Source: an optimization exercise on an open RTL-to-GDS flow (aim: small area, a short achievable clock period and few clock cycles per item). Production flows keep margins and buffers that such runs may drop. The RTL was checked by simulation tests, not by an equivalence proof against the original design.

**flow/design.v**
```verilog
module muldiv_unit (
    input  logic        clk,
    input  logic        rst,
    input  logic        start,
    input  logic [2:0]  op,
    input  logic [31:0] a,
    input  logic [31:0] b,
    output logic        busy,
    output logic [31:0] hi,
    output logic [31:0] lo
);
    function automatic logic [5:0] clz32(input logic [31:0] v);
        clz32 = 6'd32;
        for (int i = 0; i < 32; i++)
            if (v[i]) clz32 = 6'(31 - i);
    endfunction
    function automatic logic [31:0] cneg(input logic [31:0] x, input logic s);
        logic o;
        o = 1'b0;
        for (int i = 0; i < 32; i++) begin
            cneg[i] = x[i] ^ (s & o);
            o = o | x[i];
        end
    endfunction
    logic        busy_r, first;
    logic [3:0]  cnt;
    logic [1:0]  opr;
    logic        qneg_r, aneg_r, bneg_r;
    logic [31:0] X;
    logic [34:0] M;
    assign busy = busy_r;
    logic is_mul, sgn_mul, sgn_div, sgn;
    assign is_mul  = ~opr[1];
    assign sgn_mul = (opr == 2'd0);
    assign sgn_div = (opr == 2'd2);
    assign sgn     = sgn_mul | sgn_div;
    logic xneg, mneg;
    assign xneg = sgn_div & X[31];
    assign mneg = sgn_div & M[31];
    logic [5:0] cx, cm;
    assign cx = clz32(X ^ {32{sgn & X[31]}});
    assign cm = clz32(M[31:0] ^ {32{sgn & M[31]}});
    logic       swap;
    logic [5:0] cmax, nbits;
    logic [2:0] nd;
    assign swap  = cm > cx;
    assign cmax  = swap ? cm : cx;
    assign nbits = 6'd32 + {5'd0, sgn_mul} - cmax;
    always_comb begin
        nd = 3'((nbits + 6'd7) >> 3);
        if (nd == 3'd0) nd = 3'd1;
    end
    logic [6:0] dd;
    logic [3:0] dj;
    logic [4:0] nq;
    assign dd = {1'b0, cm} - {1'b0, cx} + {6'd0, xneg};
    assign dj = dd[6] ? 4'd0 : (dd[5] ? 4'd15 : dd[4:1]);
    assign nq = {1'b0, dj} + 5'd1;
    logic bzero;
    assign bzero = (M[31:0] == 32'd0);
    logic [4:0] ntot;
    always_comb begin
        if (is_mul) ntot = {2'd0, nd};
        else if (bzero) ntot = 5'd1;
        else ntot = nq;
    end
    logic [31:0] Xa;
    assign Xa = cneg(X, xneg);
    logic [31:0] mplr0;
    logic [32:0] shin;
    logic [3:0]  shj;
    logic [34:0] shout;
    assign mplr0 = swap ? M[31:0] : X;
    assign shin  = is_mul ? {1'b0, mplr0} : {M[31:0], 1'b0};
    assign shj   = is_mul ? {nd[1:0] == 2'd0 ? 2'd0 : ~nd[1:0] + 2'd1, 2'b00} : dj;
    assign shout = {{2{mneg}}, shin} << {shj, 1'b0};
    logic [32:0] mcand;
    logic [31:0] mplr;
    logic [8:0]  dig;
    logic        corr;
    logic [63:0] pin, psh, pnew;
    logic [42:0] ws;
    assign mcand = first ? {sgn_mul & (swap ? X[31] : M[31]), (swap ? X : M[31:0])} : M[32:0];
    assign mplr  = first ? shout[31:0] : X;
    assign dig   = mplr[31:23];
    assign corr  = first & ~sgn_mul & mplr[31];
    assign pin   = first ? (corr ? {31'd0, mcand} : 64'd0) : {hi, lo};
    assign psh   = {pin[55:0], 8'd0};
    logic [40:0] csa_wp;
    logic [32:0] csa_mc;
    logic [8:0]  csa_x;
    logic [42:0] csa_s;
    assign csa_wp = psh[40:0];
    assign csa_mc = mcand;
    assign csa_x  = dig;
    assign ws     = csa_s;
    wire csa_one0 = csa_x[1] ^ csa_x[0];
    wire csa_two0 = (csa_x[2] & ~csa_x[1] & ~csa_x[0]) | (~csa_x[2] & csa_x[1] & csa_x[0]);
    wire csa_neg0 = csa_x[2];
    wire csa_n1 = (csa_one0 & csa_mc[0]) ^ csa_neg0;
    wire csa_n2 = ((csa_one0 & csa_mc[1]) | (csa_two0 & csa_mc[0])) ^ csa_neg0;
    wire csa_n3 = ((csa_one0 & csa_mc[2]) | (csa_two0 & csa_mc[1])) ^ csa_neg0;
    wire csa_n4 = ((csa_one0 & csa_mc[3]) | (csa_two0 & csa_mc[2])) ^ csa_neg0;
    wire csa_n5 = ((csa_one0 & csa_mc[4]) | (csa_two0 & csa_mc[3])) ^ csa_neg0;
    wire csa_n6 = ((csa_one0 & csa_mc[5]) | (csa_two0 & csa_mc[4])) ^ csa_neg0;
    wire csa_n7 = ((csa_one0 & csa_mc[6]) | (csa_two0 & csa_mc[5])) ^ csa_neg0;
    wire csa_n8 = ((csa_one0 & csa_mc[7]) | (csa_two0 & csa_mc[6])) ^ csa_neg0;
    wire csa_n9 = ((csa_one0 & csa_mc[8]) | (csa_two0 & csa_mc[7])) ^ csa_neg0;
    wire csa_n10 = ((csa_one0 & csa_mc[9]) | (csa_two0 & csa_mc[8])) ^ csa_neg0;
    wire csa_n11 = ((csa_one0 & csa_mc[10]) | (csa_two0 & csa_mc[9])) ^ csa_neg0;
    wire csa_n12 = ((csa_one0 & csa_mc[11]) | (csa_two0 & csa_mc[10])) ^ csa_neg0;
    wire csa_n13 = ((csa_one0 & csa_mc[12]) | (csa_two0 & csa_mc[11])) ^ csa_neg0;
    wire csa_n14 = ((csa_one0 & csa_mc[13]) | (csa_two0 & csa_mc[12])) ^ csa_neg0;
    wire csa_n15 = ((csa_one0 & csa_mc[14]) | (csa_two0 & csa_mc[13])) ^ csa_neg0;
    wire csa_n16 = ((csa_one0 & csa_mc[15]) | (csa_two0 & csa_mc[14])) ^ csa_neg0;
    wire csa_n17 = ((csa_one0 & csa_mc[16]) | (csa_two0 & csa_mc[15])) ^ csa_neg0;
    wire csa_n18 = ((csa_one0 & csa_mc[17]) | (csa_two0 & csa_mc[16])) ^ csa_neg0;
    wire csa_n19 = ((csa_one0 & csa_mc[18]) | (csa_two0 & csa_mc[17])) ^ csa_neg0;
    wire csa_n20 = ((csa_one0 & csa_mc[19]) | (csa_two0 & csa_mc[18])) ^ csa_neg0;
    wire csa_n21 = ((csa_one0 & csa_mc[20]) | (csa_two0 & csa_mc[19])) ^ csa_neg0;
    wire csa_n22 = ((csa_one0 & csa_mc[21]) | (csa_two0 & csa_mc[20])) ^ csa_neg0;
    wire csa_n23 = ((csa_one0 & csa_mc[22]) | (csa_two0 & csa_mc[21])) ^ csa_neg0;
    wire csa_n24 = ((csa_one0 & csa_mc[23]) | (csa_two0 & csa_mc[22])) ^ csa_neg0;
    wire csa_n25 = ((csa_one0 & csa_mc[24]) | (csa_two0 & csa_mc[23])) ^ csa_neg0;
    wire csa_n26 = ((csa_one0 & csa_mc[25]) | (csa_two0 & csa_mc[24])) ^ csa_neg0;
    wire csa_n27 = ((csa_one0 & csa_mc[26]) | (csa_two0 & csa_mc[25])) ^ csa_neg0;
    wire csa_n28 = ((csa_one0 & csa_mc[27]) | (csa_two0 & csa_mc[26])) ^ csa_neg0;
    wire csa_n29 = ((csa_one0 & csa_mc[28]) | (csa_two0 & csa_mc[27])) ^ csa_neg0;
    wire csa_n30 = ((csa_one0 & csa_mc[29]) | (csa_two0 & csa_mc[28])) ^ csa_neg0;
    wire csa_n31 = ((csa_one0 & csa_mc[30]) | (csa_two0 & csa_mc[29])) ^ csa_neg0;
    wire csa_n32 = ((csa_one0 & csa_mc[31]) | (csa_two0 & csa_mc[30])) ^ csa_neg0;
    wire csa_n33 = ((csa_one0 & csa_mc[32]) | (csa_two0 & csa_mc[31])) ^ csa_neg0;
    wire csa_n34 = ~(((csa_one0 & csa_mc[32]) | (csa_two0 & csa_mc[32])) ^ csa_neg0);
    wire csa_one1 = csa_x[3] ^ csa_x[2];
    wire csa_two1 = (csa_x[4] & ~csa_x[3] & ~csa_x[2]) | (~csa_x[4] & csa_x[3] & csa_x[2]);
    wire csa_neg1 = csa_x[4];
    wire csa_n35 = (csa_one1 & csa_mc[0]) ^ csa_neg1;
    wire csa_n36 = ((csa_one1 & csa_mc[1]) | (csa_two1 & csa_mc[0])) ^ csa_neg1;
    wire csa_n37 = ((csa_one1 & csa_mc[2]) | (csa_two1 & csa_mc[1])) ^ csa_neg1;
    wire csa_n38 = ((csa_one1 & csa_mc[3]) | (csa_two1 & csa_mc[2])) ^ csa_neg1;
    wire csa_n39 = ((csa_one1 & csa_mc[4]) | (csa_two1 & csa_mc[3])) ^ csa_neg1;
    wire csa_n40 = ((csa_one1 & csa_mc[5]) | (csa_two1 & csa_mc[4])) ^ csa_neg1;
    wire csa_n41 = ((csa_one1 & csa_mc[6]) | (csa_two1 & csa_mc[5])) ^ csa_neg1;
    wire csa_n42 = ((csa_one1 & csa_mc[7]) | (csa_two1 & csa_mc[6])) ^ csa_neg1;
    wire csa_n43 = ((csa_one1 & csa_mc[8]) | (csa_two1 & csa_mc[7])) ^ csa_neg1;
    wire csa_n44 = ((csa_one1 & csa_mc[9]) | (csa_two1 & csa_mc[8])) ^ csa_neg1;
    wire csa_n45 = ((csa_one1 & csa_mc[10]) | (csa_two1 & csa_mc[9])) ^ csa_neg1;
    wire csa_n46 = ((csa_one1 & csa_mc[11]) | (csa_two1 & csa_mc[10])) ^ csa_neg1;
    wire csa_n47 = ((csa_one1 & csa_mc[12]) | (csa_two1 & csa_mc[11])) ^ csa_neg1;
    wire csa_n48 = ((csa_one1 & csa_mc[13]) | (csa_two1 & csa_mc[12])) ^ csa_neg1;
    wire csa_n49 = ((csa_one1 & csa_mc[14]) | (csa_two1 & csa_mc[13])) ^ csa_neg1;
    wire csa_n50 = ((csa_one1 & csa_mc[15]) | (csa_two1 & csa_mc[14])) ^ csa_neg1;
    wire csa_n51 = ((csa_one1 & csa_mc[16]) | (csa_two1 & csa_mc[15])) ^ csa_neg1;
    wire csa_n52 = ((csa_one1 & csa_mc[17]) | (csa_two1 & csa_mc[16])) ^ csa_neg1;
    wire csa_n53 = ((csa_one1 & csa_mc[18]) | (csa_two1 & csa_mc[17])) ^ csa_neg1;
    wire csa_n54 = ((csa_one1 & csa_mc[19]) | (csa_two1 & csa_mc[18])) ^ csa_neg1;
    wire csa_n55 = ((csa_one1 & csa_mc[20]) | (csa_two1 & csa_mc[19])) ^ csa_neg1;
    wire csa_n56 = ((csa_one1 & csa_mc[21]) | (csa_two1 & csa_mc[20])) ^ csa_neg1;
    wire csa_n57 = ((csa_one1 & csa_mc[22]) | (csa_two1 & csa_mc[21])) ^ csa_neg1;
    wire csa_n58 = ((csa_one1 & csa_mc[23]) | (csa_two1 & csa_mc[22])) ^ csa_neg1;
    wire csa_n59 = ((csa_one1 & csa_mc[24]) | (csa_two1 & csa_mc[23])) ^ csa_neg1;
    wire csa_n60 = ((csa_one1 & csa_mc[25]) | (csa_two1 & csa_mc[24])) ^ csa_neg1;
    wire csa_n61 = ((csa_one1 & csa_mc[26]) | (csa_two1 & csa_mc[25])) ^ csa_neg1;
    wire csa_n62 = ((csa_one1 & csa_mc[27]) | (csa_two1 & csa_mc[26])) ^ csa_neg1;
    wire csa_n63 = ((csa_one1 & csa_mc[28]) | (csa_two1 & csa_mc[27])) ^ csa_neg1;
    wire csa_n64 = ((csa_one1 & csa_mc[29]) | (csa_two1 & csa_mc[28])) ^ csa_neg1;
    wire csa_n65 = ((csa_one1 & csa_mc[30]) | (csa_two1 & csa_mc[29])) ^ csa_neg1;
    wire csa_n66 = ((csa_one1 & csa_mc[31]) | (csa_two1 & csa_mc[30])) ^ csa_neg1;
    wire csa_n67 = ((csa_one1 & csa_mc[32]) | (csa_two1 & csa_mc[31])) ^ csa_neg1;
    wire csa_n68 = ~(((csa_one1 & csa_mc[32]) | (csa_two1 & csa_mc[32])) ^ csa_neg1);
    wire csa_one2 = csa_x[5] ^ csa_x[4];
    wire csa_two2 = (csa_x[6] & ~csa_x[5] & ~csa_x[4]) | (~csa_x[6] & csa_x[5] & csa_x[4]);
    wire csa_neg2 = csa_x[6];
    wire csa_n69 = (csa_one2 & csa_mc[0]) ^ csa_neg2;
    wire csa_n70 = ((csa_one2 & csa_mc[1]) | (csa_two2 & csa_mc[0])) ^ csa_neg2;
    wire csa_n71 = ((csa_one2 & csa_mc[2]) | (csa_two2 & csa_mc[1])) ^ csa_neg2;
    wire csa_n72 = ((csa_one2 & csa_mc[3]) | (csa_two2 & csa_mc[2])) ^ csa_neg2;
    wire csa_n73 = ((csa_one2 & csa_mc[4]) | (csa_two2 & csa_mc[3])) ^ csa_neg2;
    wire csa_n74 = ((csa_one2 & csa_mc[5]) | (csa_two2 & csa_mc[4])) ^ csa_neg2;
    wire csa_n75 = ((csa_one2 & csa_mc[6]) | (csa_two2 & csa_mc[5])) ^ csa_neg2;
    wire csa_n76 = ((csa_one2 & csa_mc[7]) | (csa_two2 & csa_mc[6])) ^ csa_neg2;
    wire csa_n77 = ((csa_one2 & csa_mc[8]) | (csa_two2 & csa_mc[7])) ^ csa_neg2;
    wire csa_n78 = ((csa_one2 & csa_mc[9]) | (csa_two2 & csa_mc[8])) ^ csa_neg2;
    wire csa_n79 = ((csa_one2 & csa_mc[10]) | (csa_two2 & csa_mc[9])) ^ csa_neg2;
    wire csa_n80 = ((csa_one2 & csa_mc[11]) | (csa_two2 & csa_mc[10])) ^ csa_neg2;
    wire csa_n81 = ((csa_one2 & csa_mc[12]) | (csa_two2 & csa_mc[11])) ^ csa_neg2;
    wire csa_n82 = ((csa_one2 & csa_mc[13]) | (csa_two2 & csa_mc[12])) ^ csa_neg2;
    wire csa_n83 = ((csa_one2 & csa_mc[14]) | (csa_two2 & csa_mc[13])) ^ csa_neg2;
    wire csa_n84 = ((csa_one2 & csa_mc[15]) | (csa_two2 & csa_mc[14])) ^ csa_neg2;
    wire csa_n85 = ((csa_one2 & csa_mc[16]) | (csa_two2 & csa_mc[15])) ^ csa_neg2;
    wire csa_n86 = ((csa_one2 & csa_mc[17]) | (csa_two2 & csa_mc[16])) ^ csa_neg2;
    wire csa_n87 = ((csa_one2 & csa_mc[18]) | (csa_two2 & csa_mc[17])) ^ csa_neg2;
    wire csa_n88 = ((csa_one2 & csa_mc[19]) | (csa_two2 & csa_mc[18])) ^ csa_neg2;
    wire csa_n89 = ((csa_one2 & csa_mc[20]) | (csa_two2 & csa_mc[19])) ^ csa_neg2;
    wire csa_n90 = ((csa_one2 & csa_mc[21]) | (csa_two2 & csa_mc[20])) ^ csa_neg2;
    wire csa_n91 = ((csa_one2 & csa_mc[22]) | (csa_two2 & csa_mc[21])) ^ csa_neg2;
    wire csa_n92 = ((csa_one2 & csa_mc[23]) | (csa_two2 & csa_mc[22])) ^ csa_neg2;
    wire csa_n93 = ((csa_one2 & csa_mc[24]) | (csa_two2 & csa_mc[23])) ^ csa_neg2;
    wire csa_n94 = ((csa_one2 & csa_mc[25]) | (csa_two2 & csa_mc[24])) ^ csa_neg2;
    wire csa_n95 = ((csa_one2 & csa_mc[26]) | (csa_two2 & csa_mc[25])) ^ csa_neg2;
    wire csa_n96 = ((csa_one2 & csa_mc[27]) | (csa_two2 & csa_mc[26])) ^ csa_neg2;
    wire csa_n97 = ((csa_one2 & csa_mc[28]) | (csa_two2 & csa_mc[27])) ^ csa_neg2;
    wire csa_n98 = ((csa_one2 & csa_mc[29]) | (csa_two2 & csa_mc[28])) ^ csa_neg2;
    wire csa_n99 = ((csa_one2 & csa_mc[30]) | (csa_two2 & csa_mc[29])) ^ csa_neg2;
    wire csa_n100 = ((csa_one2 & csa_mc[31]) | (csa_two2 & csa_mc[30])) ^ csa_neg2;
    wire csa_n101 = ((csa_one2 & csa_mc[32]) | (csa_two2 & csa_mc[31])) ^ csa_neg2;
    wire csa_n102 = ~(((csa_one2 & csa_mc[32]) | (csa_two2 & csa_mc[32])) ^ csa_neg2);
    wire csa_one3 = csa_x[7] ^ csa_x[6];
    wire csa_two3 = (csa_x[8] & ~csa_x[7] & ~csa_x[6]) | (~csa_x[8] & csa_x[7] & csa_x[6]);
    wire csa_neg3 = csa_x[8];
    wire csa_n103 = (csa_one3 & csa_mc[0]) ^ csa_neg3;
    wire csa_n104 = ((csa_one3 & csa_mc[1]) | (csa_two3 & csa_mc[0])) ^ csa_neg3;
    wire csa_n105 = ((csa_one3 & csa_mc[2]) | (csa_two3 & csa_mc[1])) ^ csa_neg3;
    wire csa_n106 = ((csa_one3 & csa_mc[3]) | (csa_two3 & csa_mc[2])) ^ csa_neg3;
    wire csa_n107 = ((csa_one3 & csa_mc[4]) | (csa_two3 & csa_mc[3])) ^ csa_neg3;
    wire csa_n108 = ((csa_one3 & csa_mc[5]) | (csa_two3 & csa_mc[4])) ^ csa_neg3;
    wire csa_n109 = ((csa_one3 & csa_mc[6]) | (csa_two3 & csa_mc[5])) ^ csa_neg3;
    wire csa_n110 = ((csa_one3 & csa_mc[7]) | (csa_two3 & csa_mc[6])) ^ csa_neg3;
    wire csa_n111 = ((csa_one3 & csa_mc[8]) | (csa_two3 & csa_mc[7])) ^ csa_neg3;
    wire csa_n112 = ((csa_one3 & csa_mc[9]) | (csa_two3 & csa_mc[8])) ^ csa_neg3;
    wire csa_n113 = ((csa_one3 & csa_mc[10]) | (csa_two3 & csa_mc[9])) ^ csa_neg3;
    wire csa_n114 = ((csa_one3 & csa_mc[11]) | (csa_two3 & csa_mc[10])) ^ csa_neg3;
    wire csa_n115 = ((csa_one3 & csa_mc[12]) | (csa_two3 & csa_mc[11])) ^ csa_neg3;
    wire csa_n116 = ((csa_one3 & csa_mc[13]) | (csa_two3 & csa_mc[12])) ^ csa_neg3;
    wire csa_n117 = ((csa_one3 & csa_mc[14]) | (csa_two3 & csa_mc[13])) ^ csa_neg3;
    wire csa_n118 = ((csa_one3 & csa_mc[15]) | (csa_two3 & csa_mc[14])) ^ csa_neg3;
    wire csa_n119 = ((csa_one3 & csa_mc[16]) | (csa_two3 & csa_mc[15])) ^ csa_neg3;
    wire csa_n120 = ((csa_one3 & csa_mc[17]) | (csa_two3 & csa_mc[16])) ^ csa_neg3;
    wire csa_n121 = ((csa_one3 & csa_mc[18]) | (csa_two3 & csa_mc[17])) ^ csa_neg3;
    wire csa_n122 = ((csa_one3 & csa_mc[19]) | (csa_two3 & csa_mc[18])) ^ csa_neg3;
    wire csa_n123 = ((csa_one3 & csa_mc[20]) | (csa_two3 & csa_mc[19])) ^ csa_neg3;
    wire csa_n124 = ((csa_one3 & csa_mc[21]) | (csa_two3 & csa_mc[20])) ^ csa_neg3;
    wire csa_n125 = ((csa_one3 & csa_mc[22]) | (csa_two3 & csa_mc[21])) ^ csa_neg3;
    wire csa_n126 = ((csa_one3 & csa_mc[23]) | (csa_two3 & csa_mc[22])) ^ csa_neg3;
    wire csa_n127 = ((csa_one3 & csa_mc[24]) | (csa_two3 & csa_mc[23])) ^ csa_neg3;
    wire csa_n128 = ((csa_one3 & csa_mc[25]) | (csa_two3 & csa_mc[24])) ^ csa_neg3;
    wire csa_n129 = ((csa_one3 & csa_mc[26]) | (csa_two3 & csa_mc[25])) ^ csa_neg3;
    wire csa_n130 = ((csa_one3 & csa_mc[27]) | (csa_two3 & csa_mc[26])) ^ csa_neg3;
    wire csa_n131 = ((csa_one3 & csa_mc[28]) | (csa_two3 & csa_mc[27])) ^ csa_neg3;
    wire csa_n132 = ((csa_one3 & csa_mc[29]) | (csa_two3 & csa_mc[28])) ^ csa_neg3;
    wire csa_n133 = ((csa_one3 & csa_mc[30]) | (csa_two3 & csa_mc[29])) ^ csa_neg3;
    wire csa_n134 = ((csa_one3 & csa_mc[31]) | (csa_two3 & csa_mc[30])) ^ csa_neg3;
    wire csa_n135 = ((csa_one3 & csa_mc[32]) | (csa_two3 & csa_mc[31])) ^ csa_neg3;
    wire csa_n136 = ~(((csa_one3 & csa_mc[32]) | (csa_two3 & csa_mc[32])) ^ csa_neg3);
    wire csa_n137, csa_n138;
    mdu_ha un137 (.a(csa_n7), .b(csa_n39), .s(csa_n137), .co(csa_n138));
    wire csa_n139, csa_n140;
    mdu_ha un139 (.a(csa_n8), .b(csa_n40), .s(csa_n139), .co(csa_n140));
    wire csa_n141, csa_n142;
    mdu_fa un141 (.a(csa_wp[8]), .b(csa_n9), .c(csa_n41), .s(csa_n141), .co(csa_n142));
    wire csa_n143, csa_n144;
    mdu_fa un143 (.a(csa_wp[9]), .b(csa_n10), .c(csa_n42), .s(csa_n143), .co(csa_n144));
    wire csa_n145, csa_n146;
    mdu_fa un145 (.a(csa_wp[10]), .b(csa_n11), .c(csa_n43), .s(csa_n145), .co(csa_n146));
    wire csa_n147, csa_n148;
    mdu_fa un147 (.a(csa_wp[11]), .b(csa_n12), .c(csa_n44), .s(csa_n147), .co(csa_n148));
    wire csa_n149, csa_n150;
    mdu_fa un149 (.a(csa_wp[12]), .b(csa_n13), .c(csa_n45), .s(csa_n149), .co(csa_n150));
    wire csa_n151, csa_n152;
    mdu_fa un151 (.a(csa_wp[13]), .b(csa_n14), .c(csa_n46), .s(csa_n151), .co(csa_n152));
    wire csa_n153, csa_n154;
    mdu_fa un153 (.a(csa_wp[14]), .b(csa_n15), .c(csa_n47), .s(csa_n153), .co(csa_n154));
    wire csa_n155, csa_n156;
    mdu_fa un155 (.a(csa_wp[15]), .b(csa_n16), .c(csa_n48), .s(csa_n155), .co(csa_n156));
    wire csa_n157, csa_n158;
    mdu_fa un157 (.a(csa_wp[16]), .b(csa_n17), .c(csa_n49), .s(csa_n157), .co(csa_n158));
    wire csa_n159, csa_n160;
    mdu_fa un159 (.a(csa_wp[17]), .b(csa_n18), .c(csa_n50), .s(csa_n159), .co(csa_n160));
    wire csa_n161, csa_n162;
    mdu_fa un161 (.a(csa_wp[18]), .b(csa_n19), .c(csa_n51), .s(csa_n161), .co(csa_n162));
    wire csa_n163, csa_n164;
    mdu_fa un163 (.a(csa_wp[19]), .b(csa_n20), .c(csa_n52), .s(csa_n163), .co(csa_n164));
    wire csa_n165, csa_n166;
    mdu_fa un165 (.a(csa_wp[20]), .b(csa_n21), .c(csa_n53), .s(csa_n165), .co(csa_n166));
    wire csa_n167, csa_n168;
    mdu_fa un167 (.a(csa_wp[21]), .b(csa_n22), .c(csa_n54), .s(csa_n167), .co(csa_n168));
    wire csa_n169, csa_n170;
    mdu_fa un169 (.a(csa_wp[22]), .b(csa_n23), .c(csa_n55), .s(csa_n169), .co(csa_n170));
    wire csa_n171, csa_n172;
    mdu_fa un171 (.a(csa_wp[23]), .b(csa_n24), .c(csa_n56), .s(csa_n171), .co(csa_n172));
    wire csa_n173, csa_n174;
    mdu_fa un173 (.a(csa_wp[24]), .b(csa_n25), .c(csa_n57), .s(csa_n173), .co(csa_n174));
    wire csa_n175, csa_n176;
    mdu_fa un175 (.a(csa_wp[25]), .b(csa_n26), .c(csa_n58), .s(csa_n175), .co(csa_n176));
    wire csa_n177, csa_n178;
    mdu_fa un177 (.a(csa_wp[26]), .b(csa_n27), .c(csa_n59), .s(csa_n177), .co(csa_n178));
    wire csa_n179, csa_n180;
    mdu_fa un179 (.a(csa_wp[27]), .b(csa_n28), .c(csa_n60), .s(csa_n179), .co(csa_n180));
    wire csa_n181, csa_n182;
    mdu_fa un181 (.a(csa_wp[28]), .b(csa_n29), .c(csa_n61), .s(csa_n181), .co(csa_n182));
    wire csa_n183, csa_n184;
    mdu_fa un183 (.a(csa_wp[29]), .b(csa_n30), .c(csa_n62), .s(csa_n183), .co(csa_n184));
    wire csa_n185, csa_n186;
    mdu_fa un185 (.a(csa_wp[30]), .b(csa_n31), .c(csa_n63), .s(csa_n185), .co(csa_n186));
    wire csa_n187, csa_n188;
    mdu_fa un187 (.a(csa_wp[31]), .b(csa_n32), .c(csa_n64), .s(csa_n187), .co(csa_n188));
    wire csa_n189, csa_n190;
    mdu_fa un189 (.a(csa_wp[32]), .b(csa_n33), .c(csa_n65), .s(csa_n189), .co(csa_n190));
    wire csa_n191 = ~(csa_wp[33] ^ csa_n34);
    wire csa_n192 = csa_wp[33] | csa_n34;
    wire csa_n193, csa_n194;
    mdu_ha un193 (.a(csa_n66), .b(csa_n98), .s(csa_n193), .co(csa_n194));
    wire csa_n195 = ~(csa_wp[34] ^ csa_n67);
    wire csa_n196 = csa_wp[34] | csa_n67;
    wire csa_n197, csa_n198;
    mdu_ha un197 (.a(csa_n99), .b(csa_n131), .s(csa_n197), .co(csa_n198));
    wire csa_n199, csa_n200;
    mdu_fa un199 (.a(csa_wp[35]), .b(csa_n68), .c(csa_n100), .s(csa_n199), .co(csa_n200));
    wire csa_n201 = ~csa_wp[36];
    wire csa_n202, csa_n203;
    mdu_ha un202 (.a(csa_n5), .b(csa_n37), .s(csa_n202), .co(csa_n203));
    wire csa_n204, csa_n205;
    mdu_ha un204 (.a(csa_n6), .b(csa_n38), .s(csa_n204), .co(csa_n205));
    wire csa_n206, csa_n207;
    mdu_fa un206 (.a(csa_n137), .b(csa_n71), .c(csa_neg3), .s(csa_n206), .co(csa_n207));
    wire csa_n208, csa_n209;
    mdu_fa un208 (.a(csa_n138), .b(csa_n139), .c(csa_n72), .s(csa_n208), .co(csa_n209));
    wire csa_n210, csa_n211;
    mdu_fa un210 (.a(csa_n140), .b(csa_n141), .c(csa_n73), .s(csa_n210), .co(csa_n211));
    wire csa_n212, csa_n213;
    mdu_fa un212 (.a(csa_n142), .b(csa_n143), .c(csa_n74), .s(csa_n212), .co(csa_n213));
    wire csa_n214, csa_n215;
    mdu_fa un214 (.a(csa_n144), .b(csa_n145), .c(csa_n75), .s(csa_n214), .co(csa_n215));
    wire csa_n216, csa_n217;
    mdu_fa un216 (.a(csa_n146), .b(csa_n147), .c(csa_n76), .s(csa_n216), .co(csa_n217));
    wire csa_n218, csa_n219;
    mdu_fa un218 (.a(csa_n148), .b(csa_n149), .c(csa_n77), .s(csa_n218), .co(csa_n219));
    wire csa_n220, csa_n221;
    mdu_fa un220 (.a(csa_n150), .b(csa_n151), .c(csa_n78), .s(csa_n220), .co(csa_n221));
    wire csa_n222, csa_n223;
    mdu_fa un222 (.a(csa_n152), .b(csa_n153), .c(csa_n79), .s(csa_n222), .co(csa_n223));
    wire csa_n224, csa_n225;
    mdu_fa un224 (.a(csa_n154), .b(csa_n155), .c(csa_n80), .s(csa_n224), .co(csa_n225));
    wire csa_n226, csa_n227;
    mdu_fa un226 (.a(csa_n156), .b(csa_n157), .c(csa_n81), .s(csa_n226), .co(csa_n227));
    wire csa_n228, csa_n229;
    mdu_fa un228 (.a(csa_n158), .b(csa_n159), .c(csa_n82), .s(csa_n228), .co(csa_n229));
    wire csa_n230, csa_n231;
    mdu_fa un230 (.a(csa_n160), .b(csa_n161), .c(csa_n83), .s(csa_n230), .co(csa_n231));
    wire csa_n232, csa_n233;
    mdu_fa un232 (.a(csa_n162), .b(csa_n163), .c(csa_n84), .s(csa_n232), .co(csa_n233));
    wire csa_n234, csa_n235;
    mdu_fa un234 (.a(csa_n164), .b(csa_n165), .c(csa_n85), .s(csa_n234), .co(csa_n235));
    wire csa_n236, csa_n237;
    mdu_fa un236 (.a(csa_n166), .b(csa_n167), .c(csa_n86), .s(csa_n236), .co(csa_n237));
    wire csa_n238, csa_n239;
    mdu_fa un238 (.a(csa_n168), .b(csa_n169), .c(csa_n87), .s(csa_n238), .co(csa_n239));
    wire csa_n240, csa_n241;
    mdu_fa un240 (.a(csa_n170), .b(csa_n171), .c(csa_n88), .s(csa_n240), .co(csa_n241));
    wire csa_n242, csa_n243;
    mdu_fa un242 (.a(csa_n172), .b(csa_n173), .c(csa_n89), .s(csa_n242), .co(csa_n243));
    wire csa_n244, csa_n245;
    mdu_fa un244 (.a(csa_n174), .b(csa_n175), .c(csa_n90), .s(csa_n244), .co(csa_n245));
    wire csa_n246, csa_n247;
    mdu_fa un246 (.a(csa_n176), .b(csa_n177), .c(csa_n91), .s(csa_n246), .co(csa_n247));
    wire csa_n248, csa_n249;
    mdu_fa un248 (.a(csa_n178), .b(csa_n179), .c(csa_n92), .s(csa_n248), .co(csa_n249));
    wire csa_n250, csa_n251;
    mdu_fa un250 (.a(csa_n180), .b(csa_n181), .c(csa_n93), .s(csa_n250), .co(csa_n251));
    wire csa_n252, csa_n253;
    mdu_fa un252 (.a(csa_n182), .b(csa_n183), .c(csa_n94), .s(csa_n252), .co(csa_n253));
    wire csa_n254, csa_n255;
    mdu_fa un254 (.a(csa_n184), .b(csa_n185), .c(csa_n95), .s(csa_n254), .co(csa_n255));
    wire csa_n256, csa_n257;
    mdu_fa un256 (.a(csa_n186), .b(csa_n187), .c(csa_n96), .s(csa_n256), .co(csa_n257));
    wire csa_n258, csa_n259;
    mdu_fa un258 (.a(csa_n188), .b(csa_n189), .c(csa_n97), .s(csa_n258), .co(csa_n259));
    wire csa_n260, csa_n261;
    mdu_fa un260 (.a(csa_n190), .b(csa_n191), .c(csa_n193), .s(csa_n260), .co(csa_n261));
    wire csa_n262, csa_n263;
    mdu_fa un262 (.a(csa_n192), .b(csa_n194), .c(csa_n195), .s(csa_n262), .co(csa_n263));
    wire csa_n264, csa_n265;
    mdu_fa un264 (.a(csa_n196), .b(csa_n198), .c(csa_n199), .s(csa_n264), .co(csa_n265));
    wire csa_n266, csa_n267;
    mdu_fa un266 (.a(csa_n200), .b(csa_n201), .c(csa_n101), .s(csa_n266), .co(csa_n267));
    wire csa_n268, csa_n269;
    mdu_fa un268 (.a(csa_wp[36]), .b(csa_wp[37]), .c(csa_n102), .s(csa_n268), .co(csa_n269));
    wire csa_n270 = ~csa_wp[38];
    wire csa_n271, csa_n272;
    mdu_ha un271 (.a(csa_n3), .b(csa_neg1), .s(csa_n271), .co(csa_n272));
    wire csa_n273, csa_n274;
    mdu_ha un273 (.a(csa_n4), .b(csa_n36), .s(csa_n273), .co(csa_n274));
    wire csa_n275, csa_n276;
    mdu_fa un275 (.a(csa_n202), .b(csa_neg2), .c(csa_n69), .s(csa_n275), .co(csa_n276));
    wire csa_n277, csa_n278;
    mdu_fa un277 (.a(csa_n203), .b(csa_n204), .c(csa_n70), .s(csa_n277), .co(csa_n278));
    wire csa_n279, csa_n280;
    mdu_fa un279 (.a(csa_n205), .b(csa_n206), .c(csa_n103), .s(csa_n279), .co(csa_n280));
    wire csa_n281, csa_n282;
    mdu_fa un281 (.a(csa_n207), .b(csa_n208), .c(csa_n104), .s(csa_n281), .co(csa_n282));
    wire csa_n283, csa_n284;
    mdu_fa un283 (.a(csa_n209), .b(csa_n210), .c(csa_n105), .s(csa_n283), .co(csa_n284));
    wire csa_n285, csa_n286;
    mdu_fa un285 (.a(csa_n211), .b(csa_n212), .c(csa_n106), .s(csa_n285), .co(csa_n286));
    wire csa_n287, csa_n288;
    mdu_fa un287 (.a(csa_n213), .b(csa_n214), .c(csa_n107), .s(csa_n287), .co(csa_n288));
    wire csa_n289, csa_n290;
    mdu_fa un289 (.a(csa_n215), .b(csa_n216), .c(csa_n108), .s(csa_n289), .co(csa_n290));
    wire csa_n291, csa_n292;
    mdu_fa un291 (.a(csa_n217), .b(csa_n218), .c(csa_n109), .s(csa_n291), .co(csa_n292));
    wire csa_n293, csa_n294;
    mdu_fa un293 (.a(csa_n219), .b(csa_n220), .c(csa_n110), .s(csa_n293), .co(csa_n294));
    wire csa_n295, csa_n296;
    mdu_fa un295 (.a(csa_n221), .b(csa_n222), .c(csa_n111), .s(csa_n295), .co(csa_n296));
    wire csa_n297, csa_n298;
    mdu_fa un297 (.a(csa_n223), .b(csa_n224), .c(csa_n112), .s(csa_n297), .co(csa_n298));
    wire csa_n299, csa_n300;
    mdu_fa un299 (.a(csa_n225), .b(csa_n226), .c(csa_n113), .s(csa_n299), .co(csa_n300));
    wire csa_n301, csa_n302;
    mdu_fa un301 (.a(csa_n227), .b(csa_n228), .c(csa_n114), .s(csa_n301), .co(csa_n302));
    wire csa_n303, csa_n304;
    mdu_fa un303 (.a(csa_n229), .b(csa_n230), .c(csa_n115), .s(csa_n303), .co(csa_n304));
    wire csa_n305, csa_n306;
    mdu_fa un305 (.a(csa_n231), .b(csa_n232), .c(csa_n116), .s(csa_n305), .co(csa_n306));
    wire csa_n307, csa_n308;
    mdu_fa un307 (.a(csa_n233), .b(csa_n234), .c(csa_n117), .s(csa_n307), .co(csa_n308));
    wire csa_n309, csa_n310;
    mdu_fa un309 (.a(csa_n235), .b(csa_n236), .c(csa_n118), .s(csa_n309), .co(csa_n310));
    wire csa_n311, csa_n312;
    mdu_fa un311 (.a(csa_n237), .b(csa_n238), .c(csa_n119), .s(csa_n311), .co(csa_n312));
    wire csa_n313, csa_n314;
    mdu_fa un313 (.a(csa_n239), .b(csa_n240), .c(csa_n120), .s(csa_n313), .co(csa_n314));
    wire csa_n315, csa_n316;
    mdu_fa un315 (.a(csa_n241), .b(csa_n242), .c(csa_n121), .s(csa_n315), .co(csa_n316));
    wire csa_n317, csa_n318;
    mdu_fa un317 (.a(csa_n243), .b(csa_n244), .c(csa_n122), .s(csa_n317), .co(csa_n318));
    wire csa_n319, csa_n320;
    mdu_fa un319 (.a(csa_n245), .b(csa_n246), .c(csa_n123), .s(csa_n319), .co(csa_n320));
    wire csa_n321, csa_n322;
    mdu_fa un321 (.a(csa_n247), .b(csa_n248), .c(csa_n124), .s(csa_n321), .co(csa_n322));
    wire csa_n323, csa_n324;
    mdu_fa un323 (.a(csa_n249), .b(csa_n250), .c(csa_n125), .s(csa_n323), .co(csa_n324));
    wire csa_n325, csa_n326;
    mdu_fa un325 (.a(csa_n251), .b(csa_n252), .c(csa_n126), .s(csa_n325), .co(csa_n326));
    wire csa_n327, csa_n328;
    mdu_fa un327 (.a(csa_n253), .b(csa_n254), .c(csa_n127), .s(csa_n327), .co(csa_n328));
    wire csa_n329, csa_n330;
    mdu_fa un329 (.a(csa_n255), .b(csa_n256), .c(csa_n128), .s(csa_n329), .co(csa_n330));
    wire csa_n331, csa_n332;
    mdu_fa un331 (.a(csa_n257), .b(csa_n258), .c(csa_n129), .s(csa_n331), .co(csa_n332));
    wire csa_n333, csa_n334;
    mdu_fa un333 (.a(csa_n259), .b(csa_n260), .c(csa_n130), .s(csa_n333), .co(csa_n334));
    wire csa_n335, csa_n336;
    mdu_fa un335 (.a(csa_n261), .b(csa_n262), .c(csa_n197), .s(csa_n335), .co(csa_n336));
    wire csa_n337, csa_n338;
    mdu_fa un337 (.a(csa_n263), .b(csa_n264), .c(csa_n132), .s(csa_n337), .co(csa_n338));
    wire csa_n339, csa_n340;
    mdu_fa un339 (.a(csa_n265), .b(csa_n266), .c(csa_n133), .s(csa_n339), .co(csa_n340));
    wire csa_n341, csa_n342;
    mdu_fa un341 (.a(csa_n267), .b(csa_n268), .c(csa_n134), .s(csa_n341), .co(csa_n342));
    wire csa_n343, csa_n344;
    mdu_fa un343 (.a(csa_n269), .b(csa_n270), .c(csa_n135), .s(csa_n343), .co(csa_n344));
    wire csa_n345, csa_n346;
    mdu_fa un345 (.a(csa_wp[38]), .b(csa_wp[39]), .c(csa_n136), .s(csa_n345), .co(csa_n346));
    wire csa_n347 = ~csa_wp[40];
    wire csa_n348, csa_n349;
    mdu_ha un348 (.a(csa_neg0), .b(csa_n1), .s(csa_n348), .co(csa_n349));
    wire csa_n350, csa_n351;
    mdu_ha un350 (.a(csa_n2), .b(csa_n349), .s(csa_n350), .co(csa_n351));
    wire csa_n352, csa_n353;
    mdu_fa un352 (.a(csa_n271), .b(csa_n35), .c(csa_n351), .s(csa_n352), .co(csa_n353));
    wire csa_n354, csa_n355;
    mdu_fa un354 (.a(csa_n272), .b(csa_n273), .c(csa_n353), .s(csa_n354), .co(csa_n355));
    wire csa_n356, csa_n357;
    mdu_fa un356 (.a(csa_n274), .b(csa_n275), .c(csa_n355), .s(csa_n356), .co(csa_n357));
    wire csa_n358, csa_n359;
    mdu_fa un358 (.a(csa_n276), .b(csa_n277), .c(csa_n357), .s(csa_n358), .co(csa_n359));
    wire csa_n360, csa_n361;
    mdu_fa un360 (.a(csa_n278), .b(csa_n279), .c(csa_n359), .s(csa_n360), .co(csa_n361));
    wire csa_n362, csa_n363;
    mdu_fa un362 (.a(csa_n280), .b(csa_n281), .c(csa_n361), .s(csa_n362), .co(csa_n363));
    wire csa_n364, csa_n365;
    mdu_fa un364 (.a(csa_n282), .b(csa_n283), .c(csa_n363), .s(csa_n364), .co(csa_n365));
    wire csa_n366, csa_n367;
    mdu_fa un366 (.a(csa_n284), .b(csa_n285), .c(csa_n365), .s(csa_n366), .co(csa_n367));
    wire csa_n368, csa_n369;
    mdu_fa un368 (.a(csa_n286), .b(csa_n287), .c(csa_n367), .s(csa_n368), .co(csa_n369));
    wire csa_n370, csa_n371;
    mdu_fa un370 (.a(csa_n288), .b(csa_n289), .c(csa_n369), .s(csa_n370), .co(csa_n371));
    wire csa_n372, csa_n373;
    mdu_fa un372 (.a(csa_n290), .b(csa_n291), .c(csa_n371), .s(csa_n372), .co(csa_n373));
    wire csa_n374, csa_n375;
    mdu_fa un374 (.a(csa_n292), .b(csa_n293), .c(csa_n373), .s(csa_n374), .co(csa_n375));
    wire csa_n376, csa_n377;
    mdu_fa un376 (.a(csa_n294), .b(csa_n295), .c(csa_n375), .s(csa_n376), .co(csa_n377));
    wire csa_n378, csa_n379;
    mdu_fa un378 (.a(csa_n296), .b(csa_n297), .c(csa_n377), .s(csa_n378), .co(csa_n379));
    wire csa_n380, csa_n381;
    mdu_fa un380 (.a(csa_n298), .b(csa_n299), .c(csa_n379), .s(csa_n380), .co(csa_n381));
    wire csa_n382, csa_n383;
    mdu_fa un382 (.a(csa_n300), .b(csa_n301), .c(csa_n381), .s(csa_n382), .co(csa_n383));
    wire csa_n384, csa_n385;
    mdu_fa un384 (.a(csa_n302), .b(csa_n303), .c(csa_n383), .s(csa_n384), .co(csa_n385));
    wire csa_n386, csa_n387;
    mdu_fa un386 (.a(csa_n304), .b(csa_n305), .c(csa_n385), .s(csa_n386), .co(csa_n387));
    wire csa_n388, csa_n389;
    mdu_fa un388 (.a(csa_n306), .b(csa_n307), .c(csa_n387), .s(csa_n388), .co(csa_n389));
    wire csa_n390, csa_n391;
    mdu_fa un390 (.a(csa_n308), .b(csa_n309), .c(csa_n389), .s(csa_n390), .co(csa_n391));
    wire csa_n392, csa_n393;
    mdu_fa un392 (.a(csa_n310), .b(csa_n311), .c(csa_n391), .s(csa_n392), .co(csa_n393));
    wire csa_n394, csa_n395;
    mdu_fa un394 (.a(csa_n312), .b(csa_n313), .c(csa_n393), .s(csa_n394), .co(csa_n395));
    wire csa_n396, csa_n397;
    mdu_fa un396 (.a(csa_n314), .b(csa_n315), .c(csa_n395), .s(csa_n396), .co(csa_n397));
    wire csa_n398, csa_n399;
    mdu_fa un398 (.a(csa_n316), .b(csa_n317), .c(csa_n397), .s(csa_n398), .co(csa_n399));
    wire csa_n400, csa_n401;
    mdu_fa un400 (.a(csa_n318), .b(csa_n319), .c(csa_n399), .s(csa_n400), .co(csa_n401));
    wire csa_n402, csa_n403;
    mdu_fa un402 (.a(csa_n320), .b(csa_n321), .c(csa_n401), .s(csa_n402), .co(csa_n403));
    wire csa_n404, csa_n405;
    mdu_fa un404 (.a(csa_n322), .b(csa_n323), .c(csa_n403), .s(csa_n404), .co(csa_n405));
    wire csa_n406, csa_n407;
    mdu_fa un406 (.a(csa_n324), .b(csa_n325), .c(csa_n405), .s(csa_n406), .co(csa_n407));
    wire csa_n408, csa_n409;
    mdu_fa un408 (.a(csa_n326), .b(csa_n327), .c(csa_n407), .s(csa_n408), .co(csa_n409));
    wire csa_n410, csa_n411;
    mdu_fa un410 (.a(csa_n328), .b(csa_n329), .c(csa_n409), .s(csa_n410), .co(csa_n411));
    wire csa_n412, csa_n413;
    mdu_fa un412 (.a(csa_n330), .b(csa_n331), .c(csa_n411), .s(csa_n412), .co(csa_n413));
    wire csa_n414, csa_n415;
    mdu_fa un414 (.a(csa_n332), .b(csa_n333), .c(csa_n413), .s(csa_n414), .co(csa_n415));
    wire csa_n416, csa_n417;
    mdu_fa un416 (.a(csa_n334), .b(csa_n335), .c(csa_n415), .s(csa_n416), .co(csa_n417));
    wire csa_n418, csa_n419;
    mdu_fa un418 (.a(csa_n336), .b(csa_n337), .c(csa_n417), .s(csa_n418), .co(csa_n419));
    wire csa_n420, csa_n421;
    mdu_fa un420 (.a(csa_n338), .b(csa_n339), .c(csa_n419), .s(csa_n420), .co(csa_n421));
    wire csa_n422, csa_n423;
    mdu_fa un422 (.a(csa_n340), .b(csa_n341), .c(csa_n421), .s(csa_n422), .co(csa_n423));
    wire csa_n424, csa_n425;
    mdu_fa un424 (.a(csa_n342), .b(csa_n343), .c(csa_n423), .s(csa_n424), .co(csa_n425));
    wire csa_n426, csa_n427;
    mdu_fa un426 (.a(csa_n344), .b(csa_n345), .c(csa_n425), .s(csa_n426), .co(csa_n427));
    wire csa_n428, csa_n429;
    mdu_fa un428 (.a(csa_n346), .b(csa_n347), .c(csa_n427), .s(csa_n428), .co(csa_n429));
    wire csa_n430 = ~(csa_wp[40] ^ csa_n429);
    wire csa_n431 = csa_wp[40] | csa_n429;
    wire csa_n432 = ~csa_n431;
    assign csa_s[0] = csa_n348;
    assign csa_s[1] = csa_n350;
    assign csa_s[2] = csa_n352;
    assign csa_s[3] = csa_n354;
    assign csa_s[4] = csa_n356;
    assign csa_s[5] = csa_n358;
    assign csa_s[6] = csa_n360;
    assign csa_s[7] = csa_n362;
    assign csa_s[8] = csa_n364;
    assign csa_s[9] = csa_n366;
    assign csa_s[10] = csa_n368;
    assign csa_s[11] = csa_n370;
    assign csa_s[12] = csa_n372;
    assign csa_s[13] = csa_n374;
    assign csa_s[14] = csa_n376;
    assign csa_s[15] = csa_n378;
    assign csa_s[16] = csa_n380;
    assign csa_s[17] = csa_n382;
    assign csa_s[18] = csa_n384;
    assign csa_s[19] = csa_n386;
    assign csa_s[20] = csa_n388;
    assign csa_s[21] = csa_n390;
    assign csa_s[22] = csa_n392;
    assign csa_s[23] = csa_n394;
    assign csa_s[24] = csa_n396;
    assign csa_s[25] = csa_n398;
    assign csa_s[26] = csa_n400;
    assign csa_s[27] = csa_n402;
    assign csa_s[28] = csa_n404;
    assign csa_s[29] = csa_n406;
    assign csa_s[30] = csa_n408;
    assign csa_s[31] = csa_n410;
    assign csa_s[32] = csa_n412;
    assign csa_s[33] = csa_n414;
    assign csa_s[34] = csa_n416;
    assign csa_s[35] = csa_n418;
    assign csa_s[36] = csa_n420;
    assign csa_s[37] = csa_n422;
    assign csa_s[38] = csa_n424;
    assign csa_s[39] = csa_n426;
    assign csa_s[40] = csa_n428;
    assign csa_s[41] = csa_n430;
    assign csa_s[42] = csa_n432;
    logic [22:0] up, upi, upd, unew;
    assign up = psh[63:41];
    always_comb begin
        logic ai, ad;
        ai = 1'b1;
        ad = 1'b1;
        for (int i = 0; i < 23; i++) begin
            upi[i] = up[i] ^ ai;
            upd[i] = up[i] ^ ad;
            ai = ai & up[i];
            ad = ad & ~up[i];
        end
    end
    mdu_sel3 u_sel (.s(ws[42:41]), .a(up), .i(upi), .d(upd), .y(unew));
    assign pnew = {unew, ws[40:0]};
    logic [31:0] rin, qin, r1, r2, qout;
    logic [34:0] dn;
    logic        q0, q1;
    assign rin = first ? Xa : hi;
    assign dn  = first ? (shout ^ {35{~mneg}}) : M;
    assign qin = first ? 32'd0 : lo;
    logic [32:0] c0;
    logic [31:0] s0;
    logic bneg;
    assign bneg = first ? mneg : bneg_r;
    assign c0[0] = ~bneg;
    for (genvar k = 0; k < 32; k++) begin : g_r0
        mdu_fa u_fa (.a(rin[k]), .b(dn[k]), .c(c0[k]), .s(s0[k]), .co(c0[k+1]));
    end
    logic ge0;
    logic [31:0] g0, e0;
    logic [15:0] g1, e1;
    logic [7:0]  g2, e2;
    logic [3:0]  g3, e3;
    logic [1:0]  g4, e4;
    assign g0 = rin & dn[31:0];
    assign e0 = rin ^ dn[31:0];
    for (genvar k = 0; k < 16; k++) begin : g_l1
        assign g1[k] = g0[2*k+1] | (e0[2*k+1] & g0[2*k]);
        assign e1[k] = e0[2*k+1] & e0[2*k];
    end
    for (genvar k = 0; k < 8; k++) begin : g_l2
        assign g2[k] = g1[2*k+1] | (e1[2*k+1] & g1[2*k]);
        assign e2[k] = e1[2*k+1] & e1[2*k];
    end
    for (genvar k = 0; k < 4; k++) begin : g_l3
        assign g3[k] = g2[2*k+1] | (e2[2*k+1] & g2[2*k]);
        assign e3[k] = e2[2*k+1] & e2[2*k];
    end
    for (genvar k = 0; k < 2; k++) begin : g_l4
        assign g4[k] = g3[2*k+1] | (e3[2*k+1] & g3[2*k]);
        assign e4[k] = e3[2*k+1] & e3[2*k];
    end
    assign ge0 = g4[1] | (e4[1] & g4[0]) | (e4[1] & e4[0] & ~bneg);
    assign q0 = ge0 & (&dn[34:32]);
    assign r1 = q0 ? s0 : rin;
    logic [32:0] c1;
    logic [31:0] s1;
    assign c1[0] = ~bneg;
    for (genvar k = 0; k < 32; k++) begin : g_r1
        mdu_fa u_fa (.a(r1[k]), .b(dn[k+1]), .c(c1[k]), .s(s1[k]), .co(c1[k+1]));
    end
    assign q1 = c1[32] & (&dn[34:33]);
    assign r2 = q1 ? s1 : r1;
    assign qout = {qin[29:0], q0, q1};
    logic qneg, aneg;
    assign qneg = first ? (xneg ^ mneg) : qneg_r;
    assign aneg = first ? xneg : aneg_r;
    logic last;
    assign last = first ? (ntot == 5'd1) : (cnt == 4'd1);
    always_ff @(posedge clk or negedge rst) begin
        if (!rst) begin
            first  <= 1'b0;
            busy_r <= 1'b0;
            hi     <= 32'd0;
            lo     <= 32'd0;
        end else begin
            if (!busy_r) begin
                first  <= start & ~op[2];
                busy_r <= start & ~op[2];
                if (start && op == 3'd4) hi <= a;
                if (start && op == 3'd5) lo <= a;
            end else begin
                first  <= 1'b0;
                busy_r <= ~last;
                if (is_mul) begin
                    {hi, lo} <= pnew;
                end else if (!(first && bzero)) begin
                    hi <= cneg(r2, last & aneg);
                    lo <= cneg(qout, last & qneg);
                end
            end
        end
    end
    always_ff @(posedge clk) begin
        if (!busy_r) begin
            opr <= op[1:0];
            X   <= a;
            M   <= {3'b000, b};
            cnt <= 4'd0;
        end else begin
            cnt <= first ? 4'(ntot - 5'd1) : cnt - 4'd1;
            if (first) begin
                qneg_r <= xneg ^ mneg;
                aneg_r <= xneg;
                bneg_r <= mneg;
            end
            X <= mplr << 8;
            if (is_mul) begin
                M <= {2'b00, mcand};
            end else begin
                M <= {2'b11, dn[34:2]};
            end
        end
    end
endmodule
module mdu_sel3 (
    input  logic [1:0]  s,
    input  logic [22:0] a,
    input  logic [22:0] i,
    input  logic [22:0] d,
    output logic [22:0] y
);
    always_comb begin
        case (s)
            2'b01:   y = i;
            2'b11:   y = d;
            default: y = a;
        endcase
    end
endmodule
module mdu_fa (
    input  logic a,
    input  logic b,
    input  logic c,
    output logic s,
    output logic co
);
    assign s  = a ^ b ^ c;
    assign co = (a & b) | (a & c) | (b & c);
endmodule
module mdu_ha (
    input  logic a,
    input  logic b,
    output logic s,
    output logic co
);
    assign s  = a ^ b;
    assign co = a & b;
endmodule
```
**flow/flow/run.sh**
```bash
#!/bin/bash
# Layout flow: the standard ORFS flow (standard.sh) with two changes.
#  1. Synthesis maps the logic with flow/abc_area.script, an area-oriented
#     ABC script (map -a, then buffering and sizing). Registers are mapped
#     before ABC runs, so they are exactly the standard synthesis's.
#  2. Ports are buffered with sky130_fd_sc_hd__buf_2 cells.
# Each tool's log is under orfs/logs/; make's own output is in flow_make.log.
set -euo pipefail
W=$(pwd)
rm -rf "$W/scripts_mod"
cp -r "$FLOW_HOME/scripts" "$W/scripts_mod"
cp "$W/flow/abc_area.script" "$W/scripts_mod/abc_area.script"
export SCRIPTS_DIR="$W/scripts_mod"
export BUFFER_PORTS_ARGS="-buffer_cell sky130_fd_sc_hd__buf_2"
bash "$W/standard.sh" > "$W/flow_make.log" 2>&1
```
**flow/flow/abc_area.script**
```
strash
dch
map -a
topo
stime -c
buffer -c
upsize -c
dnsize -c
```
**flow/standard.sh**
```bash
#!/bin/bash
# synth_recipe.tcl (not shown) runs the flow's synth.tcl, then flattens the netlist and writes it again
# the make line also repeats each setting of config.mk as NAME=value (left out here)
make -C /OpenROAD-flow-scripts/flow DESIGN_CONFIG=/design/flow/config.mk WORK_HOME=/design/flow/orfs CLKGATE_MAP_FILE= SYNTH_SCRIPT=/design/flow/synth_recipe.tcl "${@:-finish}"
```
**flow/config.mk**
```make
export PLATFORM = sky130hd
export DESIGN_NAME = muldiv_unit
export DESIGN_NICKNAME = muldiv_unit
export VERILOG_FILES = /design/flow/design.v
export SDC_FILE = /design/flow/constraint.sdc
export NUM_CORES = 4
export LEC_CHECK = 0
export ABC_AREA = 1
export CAP_MARGIN = 20
export CORE_MARGIN = 2
export CORE_UTILIZATION = 40
export SLEW_MARGIN = 20
export SYNTH_HIERARCHICAL = 1
```
**flow/constraint.sdc**
```tcl
create_clock -name core_clock -period 150.0 [get_ports {clk}]
set_input_delay 30.0000 -clock core_clock [delete_from_list [all_inputs] [get_ports {clk}]]
set_output_delay 30.0000 -clock core_clock [all_outputs]
set_load 0.01 [all_outputs]
```
==> results.txt <==
-- routing by layer --
metal / up-vias / share of wire
met5: - / 0.00012
met4: 2 / 0.056
met3: 215 / 0.11
met2: 1335 / 0.44
met1: 11500 / 0.40
li1: 11100 / -
-- flip-flops by register name (all words and copies together) (netlist names) --
name and cells:
M 34, X 32, aneg_r 1, bneg_r 1, busy_r 1, cnt 4, first 1, hi 32
lo 32, opr 2, qneg_r 1
-- Yosys stat by module (local to each module, per instance) --
module,area (µm²),times used,flip-flops and latches
mdu_fa,20.0,197,0
mdu_ha,12.5,10,0
muldiv_unit,18800,1,141
mdu_sel3,455,1,0
-- synthesized netlist by cell type, drive strengths merged, types with 3 or more instances --
| cell | n | area share |
|---|---|---|
| buf | 61 | 0.019 |
| o211ai | 11 | 0.0040 |
| o21ai | 362 | 0.080 |
| clkinv | 7 | 0.0011 |
| o31ai | 13 | 0.0042 |
| xnor2 | 27 | 0.010 |
| ha | 103 | 0.055 |
| a221oi | 3 | 0.0011 |
| nor4 | 7 | 0.0019 |
| nor3 | 30 | 0.0071 |
| nor2 | 416 | 0.073 |
| fa | 201 | 0.17 |
| xor2 | 217 | 0.084 |
| a211oi | 15 | 0.0048 |
| o221ai | 38 | 0.014 |
| and2 | 5 | 0.0015 |
| a21boi | 3 | 0.00096 |
| nand3 | 105 | 0.023 |
| clkbuf | 143 | 0.026 |
| dlygate4sd3 | 3 | 0.0013 |
| a31oi | 82 | 0.022 |
| mux2i | 11 | 0.0047 |
| dfrtp | 66 | 0.071 |
| a22oi | 9 | 0.0029 |
| edfxtp | 5 | 0.0064 |
| o22ai | 139 | 0.037 |
| nand4 | 21 | 0.0082 |
| o21a | 13 | 0.0046 |
| inv | 304 | 0.049 |
| dfxtp | 70 | 0.060 |
| nand2 | 549 | 0.091 |
| a21oi | 242 | 0.054 |
-- layout make-up --
class,instances,area (µm²),area share
inverter,311,1170,0.0465
sequential,141,3210,0.127
timing repair buffer,231,1400,0.0554
clock inverter,5,41.3,0.00163
multi-input combinational,2631,17900,0.710
tap,765,957,0.0379
clock buffer,27,557,0.0220
-- worst paths after layout --
check,start,cells past startpoint,slack [ns],end
setup / recovery,busy_r,1,118.39,busy
hold / removal,lo[7],2,0.57,lo[7]
setup reg to reg,opr[0],116,121.99,lo[30]
hold reg to reg,lo[7],2,0.57,lo[7]
max in group asynchronous,rst,1,119.53,first
min in group asynchronous,rst,1,29.63,hi[11]
-- logic make-up after synthesis --
logic type / Yosys count / synth area share
compound gates: 935 / 0.231
xor+xnor: 244 / 0.0943
fa+ha+maj: 304 / 0.228
buf+inv: 521 / 0.0979
flops: 141 / 0.137
mux: 11 / 0.00472
simple gates: 1137 / 0.207
==> reports/results.md <==
| Quantity | Reported | Unit |
|---|---|---|
| Global-route met2 utilization | 0.487 | - |
| Die Outline Area | 60,300 | µm² |
| Via count of the first global-routing pass | 22,800 | - |
| DRC marker count from the first detailed-route iteration | 2,799 | - |
| Unrepaired setup endpoints after global routing | false | - |
| Ys async rst share | 0.468 | - |
| Clock transition at the registers of the reported paths | 0.06 | ns |
| Die X | 246 | µm |
| Setup bufs post-CTS | 0 | - |
| Routed Wire Length | 96,700 | µm |
| Worst slew margin relative to its limit | 0.268 | - |
| Hold Crit Class | flop to flop | - |
| Number of hold buffers added after CTS | 0 | - |
| Starting Density | 0.404 | - |
| EDFF count, synth | 5 | - |
| Critical Setup Path Class | flop to primary output | - |
| Core area | 57,700 | µm² |
| Max FO, Critical Path | 36 | - |
| Type of origin of the critical path | flop | - |
| Number of storage elements in the synthesis netlist | 141 | - |
| Core Util, Final | 0.438 | - |
| Commonest cells after routing, fill and taps aside | 526 x sky130_fd_sc_hd__nand2_1, 393 x sky130_fd_sc_hd__nor2_1, 296 x sky130_fd_sc_hd__o21ai_0, 280 x sky130_fd_sc_hd__inv_1, 228 x sky130_fd_sc_hd__a21oi_1 | - |
| Net count after synthesis | 3,667 | - |
| Req. time, crit path | 120.00 | ns |
| Commonest non-fill, non-tap cell in the layout | sky130_fd_sc_hd__nand2_1 | - |
| Max H-tree Level | 4 | - |
| Io pins | 135 | - |
| Result of the run | finished clean | - |
| Layout cells sized above 1 | 0.114 | - |
| Antenna violations before repair | 3 | - |
| Maximum single-stage delay on the critical path | 0.85 | ns |
| Global-route congestion overflow total | 0 | - |
| HPWL Detailed | 74,700 | µm |
| Total inserted antenna cells | 0 | - |
| Standard-cell rows | 88 | - |
| WP buf/inv | 1 | - |
| Post-DP Area | 24,700 | µm² |
| Sort of element at the end of the critical path | primary output | - |
| Max Fclk | 31.6 | MHz |
| Maximum buffer depth of the clock tree | 2 | - |
| Vertical die dimension | 246 | µm |
| Fraction of met1 tracks used by global routing | 0.433 | - |
| Number of different library cells in the post-synthesis netlist | 71 | - |
| Cell area after layout | 25,300 | µm² |
| # port buffers | 134 | - |
| First-pass GRT wire length | 144,000 | µm |
| Overall via count from detail_route | 24,200 | - |
| Fill cells | 6,125 | - |
| Arrival time at the worst endpoint | 1.61 | ns |
| # resized after CTS | 0 | - |
| Antenna Nets Post-Route | 0 | - |
| Clock buffers created by TritonCTS | 17 | - |
| Kind of cell with the highest combined delay on the critical path | flip-flops | - |
| Routability congestion estimate | 1.01 | - |
| Number of max-slew violations in the final report | 0 | - |
| Routed vias/inst | 5.88 | - |
| Actual transition at the worst max-transition pin | 1.09 | ns |
| Clk_skew | 0.0193 | ns |
| Drc violations | 0 | - |
| Setup_tns | 0 | ns |
| Cell Chain, Critical Path | buf_2 | - |
| Router iterations before antenna repair | 6 | - |
| Critical Path Slowest Stage Cell | sky130_fd_sc_hd__dfrtp_2 | - |
| Flip-flop cell with the highest count after synthesis | sky130_fd_sc_hd__dfxtp_1 | - |
| Number of endpoints with negative hold slack in the final report | 0 | - |
| GR Util met3 | 0.0679 | - |
| Sequential share of the synthesized area | 0.137 | - |
| Clock root buffer | sky130_fd_sc_hd__clkbuf_16 | - |
| Largest net degree at the start of global routing | 86 | - |
| Post-Syn Instances | 3,293 | - |
| Placed Instances | 4,079 | - |
| Number of maximum-capacitance violations | 0 | - |
| Gr usage total | 0.322 | - |
| TritonCTS clock tree | built | - |
| WHS | 0.569 | ns |
| Clock sink total | 141 | - |
| Final Instance Count excl. Fillers | 4,111 | - |
| Cell area after synthesis | 23,300 | µm² |
| Final period utilization | 0.211 | - |
| Clock latency reported for the late side of the worst-skew pair | 0.50 | ns |
| Setup Viol. Count Final | 0 | - |
| Syn-to-layout area delta | 8.29 | % |
| Worst slack, placed | 118.30 | ns |
| GRT busiest layer | met2 | - |
| Yosys warning total | 8 | - |
| Number of nets in the finished design | 3,707 | - |
| Avg Cell Area, Syn | 7.09 | µm² |
| Final setup slack of the worst path | 118.39 | ns |
| Min Clock Period, post-route | 31.61 | ns |
| Routed length per instance | 23.5 | µm |
Testbench counts, summed over its fixed seeds: cycles 40,931, ops 12,000.

==> re-timing with driven ports <==
Ports are ideal in the flow. The routed layout listed here was re-timed in OpenROAD.
Step 1 sets driving cells, clkbuf_16 on the clock port and buf_2 on the other inputs (assumed; they add their load-dependent delay and slew).
Step 2 also shifts input and output timing later by t, the mid clock arrival at the registers, as if the neighbouring blocks saw the same clock.
a / b / c = ideal ports / drivers / drivers and shift; a / b = the first two.
t (ns): 0.549
slack for setup (ns): 118.394 / 118.339 / 118.267
hold slack, ns: 0.569 / 0.569 / 0.569
worst setup path at the end: input to register
slew at the worst register clock pin (ns): 0.08 / 0.08
After both steps setup and hold are still met in this run. For this run, drivers alone change the setup slack by -0.055 ns; drivers and shift together by -0.127 ns.
